From an optimization exercise on the open Yosys and OpenROAD flow, aimed at small area; shortcuts taken in it are not production practice.
Only simulation tests tie the RTL to the original design; equivalence was not proved.
Power is estimated from default activity; no workload was simulated.

**flow/design.v**
```verilog
module reg_file_mp #(
    parameter int N    = 32,
    parameter int NREG = 16,
    parameter int NRD  = 4,
    parameter int NWR  = 4,
    parameter int AW   = 4
) (
    input  logic              clk,
    input  logic              rst,
    input  logic [NRD*AW-1:0] rd_addr,
    output logic [NRD*N-1:0]  rd_data,
    output logic [NRD-1:0]    rd_busy,
    input  logic [NWR-1:0]    wr_en,
    input  logic [NWR*AW-1:0] wr_addr,
    input  logic [NWR*N-1:0]  wr_data,
    input  logic              rsv_en,
    input  logic [AW-1:0]     rsv_addr,
    input  logic              pc_write,
    input  logic [N-1:0]      pc_update,
    output logic [N-1:0]      pc,
    input  logic              cpsr_write,
    input  logic [N-1:0]      cpsr_update,
    output logic [N-1:0]      cpsr
);
    logic [NREG-1:0][N-1:0] regs;
    logic [NREG-1:0][N-1:0] nxt_regs;
    logic [NREG-1:0] busy, nxt_busy;
    function automatic logic ok(input logic [AW-1:0] a);
        ok = ({1'b0, a} < (AW+1)'(NREG));
    endfunction
    always_comb begin
        nxt_regs = regs;
        nxt_busy = busy;
        for (int j = 0; j < NWR; j++) begin
            if (wr_en[j] && ok(wr_addr[j*AW +: AW])) begin
                nxt_regs[wr_addr[j*AW +: AW]] = wr_data[j*N +: N];
                nxt_busy[wr_addr[j*AW +: AW]] = 1'b0;
            end
        end
        if (pc_write) begin
            nxt_regs[NREG-1] = pc_update;
            nxt_busy[NREG-1] = 1'b0;
        end
        if (rsv_en && ok(rsv_addr))
            nxt_busy[rsv_addr] = 1'b1;
    end
    always_ff @(posedge clk or posedge rst) begin
        if (rst) begin
            regs    <= '0;
            busy    <= '0;
            cpsr    <= '0;
            rd_data <= '0;
            rd_busy <= '0;
        end else begin
            regs <= nxt_regs;
            busy <= nxt_busy;
            if (cpsr_write)
                cpsr <= cpsr_update;
            for (int i = 0; i < NRD; i++) begin
                rd_data[i*N +: N] <= ok(rd_addr[i*AW +: AW]) ? nxt_regs[rd_addr[i*AW +: AW]] : '0;
                rd_busy[i]        <= ok(rd_addr[i*AW +: AW]) && nxt_busy[rd_addr[i*AW +: AW]];
            end
        end
    end
    assign pc = regs[NREG-1];
endmodule
```
**flow/config.mk**
```make
export PLATFORM = sky130hd
export DESIGN_NAME = reg_file_mp
export DESIGN_NICKNAME = reg_file_mp
export VERILOG_FILES = /design/flow/design.v
export SDC_FILE = /design/flow/constraint.sdc
export NUM_CORES = 4
export LEC_CHECK = 0
export CAP_MARGIN = 20
export CORE_MARGIN = 2
export CORE_UTILIZATION = 20
export PLACE_DENSITY = 0.3
export SLEW_MARGIN = 20
```
**flow/constraint.sdc**
```tcl
create_clock -name core_clock -period 6.0 [get_ports {clk}]
set_input_delay 1.2000 -clock core_clock [delete_from_list [all_inputs] [get_ports {clk}]]
set_output_delay 1.2000 -clock core_clock [all_outputs]
set_load 0.01 [all_outputs]
```
**flow/run.sh**
```bash
#!/bin/bash
# synth_recipe.tcl (not shown) runs the flow's synth.tcl, then flattens the netlist and writes it again
# the make line also repeats each setting of config.mk as NAME=value (left out here)
make -C /OpenROAD-flow-scripts/flow DESIGN_CONFIG=/design/flow/config.mk WORK_HOME=/design/flow/orfs CLKGATE_MAP_FILE= SYNTH_SCRIPT=/design/flow/synth_recipe.tcl finish
```
==> run summary <==
-- cell usage in the layout (no fill, tap or decap), types with 91 or more instances in the layout --
master / netlist / routed
clkbuf_16: 0 / 112
o211ai_1: 121 / 121
a21oi_1: 488 / 478
o22ai_1: 325 / 316
a221o_1: 99 / 99
nor2_1: 731 / 692
clkdlybuf4s50_1: 0 / 405
mux2i_1: 365 / 365
a22oi_1: 266 / 266
a211oi_1: 229 / 219
nor3_1: 142 / 139
dfrtp_1: 692 / 692
nand3_1: 150 / 146
o221ai_1: 112 / 112
buf_4: 47 / 1501
nand2_1: 640 / 635
o21ai_0: 376 / 370
buf_12: 1 / 186
a221oi_1: 187 / 187
inv_1: 276 / 268
mux2_2: 91 / 91
-- flip-flops by register name, indices dropped and copies added, names as in the netlist --
register  count
rd_busy       4
rd_data     128
busy         16
cpsr         32
regs        512
-- routing by layer --
metal	GRT usage [%]	wire length, um	up-vias	share of wire (%)
li1	-	-	30838	-
met1	60.3	294000	43025	39
met2	65.2	283000	7322	38
met3	26.8	114000	1731	15
met4	31.9	60100	38	8.0
met5	0.0658	258	-	0.034
-- cell type report --
class / count / share of cell area, %
Multi-Input combinational cell: 5472 / 44.4
Timing Repair Buffer: 2112 / 22.9
Sequential cell: 692 / 20.7
Tap cell: 3781 / 5.65
Clock buffer: 146 / 3.78
Inverter: 285 / 1.28
Clock inverter: 58 / 1.11
Antenna cell: 72 / 0.215
-- how the worst min path moves through the flow --
| stage | start | slack (ns) | cells past startpoint | end |
|---|---|---|---|---|
| floorplan | busy[10] | 0.54 | 2 | busy[10] |
| global placement | cpsr[31] | 0.49 | 1 | cpsr[31] |
| detailed placement | cpsr[31] | 0.49 | 1 | cpsr[31] |
| CTS | cpsr[31] | 0.51 | 1 | cpsr[31] |
| global route | cpsr[5] | 0.53 | 1 | cpsr[5] |
| finish | cpsr[31] | 0.50 | 1 | cpsr[31] |
-- where the power goes --
group          internal (uW)  leakage [uW]  switching, uW
registers               6160       0.00841            756
clock network           4670       0.00200           3130
logic                   6260        0.0250          13400
-- cells by family (layout without fill, tap and decap cells) --
logic type | Yosys count | in the layout | synth area share [%]
AO/OA/AOI/OAI | 2932 | 2932 | 36.0
XOR/XNOR | 9 | 9 | 0.162
adder cells (fa/ha/maj) | 24 | 24 | 0.518
buffers and inverters | 1058 | 2601 | 7.49
flip-flops | 692 | 692 | 29.9
multiplexers | 528 | 528 | 10.8
other | 0 | 72 | 0
AND/OR/NAND/NOR | 1979 | 1979 | 15.2
-- stage by stage --
step,setup TNS (ns),cells
2_1_floorplan,-3231.69,7222
3_3_place_gp,-5.30,12339
3_5_place_dp,-2.35,12341
4_1_cts,0,12545
5_1_grt,0,12555
6_report,0,12618
-- worst max-delay path, delay by kind of cell --
family / cells / cell delay, ns
adder cells (fa/ha/maj): 1 / 0.31
buffers and inverters: 6 / 1.80
AO/OA/AOI/OAI: 5 / 2.76
AND/OR/NAND/NOR: 2 / 0.49
==> results.py <==
metrics = {
    "yosys": {
        "ys_top_cells_by_count": "731 x nor2_1, 692 x dfrtp_1, 640 x nand2_1",
        "yosys.area.top_type_share_pct": 29.9,
        "synth-edff-count": 0,
        "synth.largest_area_cell": "dfrtp_1",
        "avgSynthCellArea_um2": 8.03,
        "synthArstFlopShare_pct": 100,
        "synth-seq-cells": 692,
        "synth_area_mm2": 0.0580,
        "synth_cell_types": 110,
        "synth_area_leaders": "dfrtp_1 30%, mux2i_1 6.3%, nor2_1 4.7%, a21oi_1 4.2%, nand2_1 4.1%",
        "ys_seq_area_share_pct": 29.9,
        "synth-main-ff-cell": "dfrtp_1",
        "synth_cells": 7222,
        "yosysWarnings": 1,
        "syn-num-nets": 7483,
        "yosysMostFrequentCell": "nor2_1",
    },
    "final_layout": {
        "nFillCells": 31055,
        "regArea_mm2": 0.0173,
        "design_area_mm2": 0.0837,
        "multi_input_area_mm2": 0.0371,
        "final_layout_size_suffix_gt1_share_pct": 26.0,
        "area_delta_synth_final_pct": 44.3,
        "finalNetCount": 8935,
        "fin_util_pct": 29.0,
    },
    "floorplan": {
        "fp.dieH_um": 543,
        "io_pins": 433,
        "coreArea_mm2": 0.288,
        "start_util_pct": 20.1,
        "fp.dieW_um": 543,
        "placementRows": 197,
        "die_area_mm2": 0.294,
    },
    "route": {
        "viasPerCell": 6.57,
        "antenna_left": 0,
        "wire_per_inst_um": 59.5,
        "drc": 0,
        "first_iter_violations": 15814,
        "vias": 82954,
        "dr.pass1.iters": 9,
        "wirelength_um": 751000,
    },
    "setup_path": {
        "crit_path_end": "rd_data[84]",
        "crit_arrival_ns": 6.59,
        "start_kind": "primary input",
        "cp_slowest_cell": "o211ai_1",
        "r2r_start": "regs[56]",
        "r2r_slack_ns": 2.82,
        "reg2reg_to": "rd_data[88]",
        "cp-startpoint": "wr_addr[13]",
        "crit_path_max_incr_delay_ns": 1.00,
        "criticalPathCategory": "primary input to flip-flop",
        "worst-path-max-fanout": 8,
        "r2r_cells": 8,
        "required_ns": 6.78,
        "crit_path_end_kind": "flip-flop",
        "crit_chain": "clkdlybuf4s50_1 -> inv_1 -> ha_1 -> buf_4 -> and3b_1 -> o211ai_1 -> buf_4 -> o21ai_0 -> buf_4 -> a21boi_0 -> o2111ai_1 -> buf_4 -> and4_1 -> a31oi_1",
        "cp_common_cell": "buf_4",
    },
    "placed_design": {
        "gp_congestion": 1.11,
        "place_ws_ns": -0.347,
        "dpl-instance-area_mm2": 0.0794,
        "io_buffers": 432,
        "hpwl_um": 602000,
    },
    "grt": {
        "antenna_found_initial": 123,
        "grt_pass1_vias": 75183,
        "grt_pass1_wl_um": 922000,
        "gr-total-overflow": 0,
        "grt_max_degree": 130,
        "grt_use_total_pct": 49.2,
    },
    "outcome": {
        "status": "timing/DRC/antenna clean",
    },
    "job": {
        "drv_cap": 0,
    },
    "timing": {
        "finClkSkew_ns": 0.0834,
        "hold_viol_final": 0,
        "max_clock_freq_ghz": 0.172,
        "worst_hold_slack_ns": 0.504,
        "setup_viol": 0,
        "min_period_ns": 5.81,
        "drv_slew": 0,
        "worstMarginPinSlew_ns": 1.43,
        "period_share_pct": 96.9,
        "grt_setup_unrepaired": "no",
        "relSlewSlack_pct": 4.46,
        "layout_setup_ws_ns": 0.189,
    },
    "cts": {
        "cts_root_buffer": "clkbuf_16",
        "clkTransAtPathRegs_ns": 0.06,
        "cts_sinks": 692,
        "clkLatencyLatePin_ns": 0.91,
        "cts_setup_buffers": 0,
        "cts_hold_buf": 0,
        "cts_resized": 0,
        "cts_tree": "built",
        "cts_buffers": 111,
        "htree_levels": 3,
        "clockBufferDepth": 4,
    },
    "pwr": {
        "p_leak_uw": 0.0354,
        "ir_drop_mv": 0.290,
        "power_density_mw_per_mm2": 410,
        "power_uw": 34300,
    },
    "worst_hold_path": {
        "holdCritPathClass": "flip-flop to flip-flop",
    },
}

separate check: timing with driven ports:
In the flow no input, the clock included, has a driving cell. The finished layout below was timed again as built, in two steps.
Step 1 (the two cells are an assumption about what drives the block):
set clk [get_ports {clk}]
set_driving_cell -lib_cell sky130_fd_sc_hd__clkbuf_16 $clk
set_driving_cell -lib_cell sky130_fd_sc_hd__buf_2 [delete_from_list [all_inputs] $clk]
Step 2, shift: input delay + t, output delay - t, t = (earliest + latest rising clock arrival at the registers) / 2. This alone moves slack from input paths to output paths.
Slacks: ideal ports / drivers / drivers and shift; pairs: ideal ports / drivers.
t, ns: 0.988
slack for setup (ns): 0.189 / 0.267 / -0.721
worst data-port slew with drivers (ns): 0.08
cell pins on the clock port's net: 1
Met with ideal ports but missed after step 2: setup timing in this run. For this run, drivers alone change the setup slack by +0.078 ns; drivers and shift together by -0.910 ns.
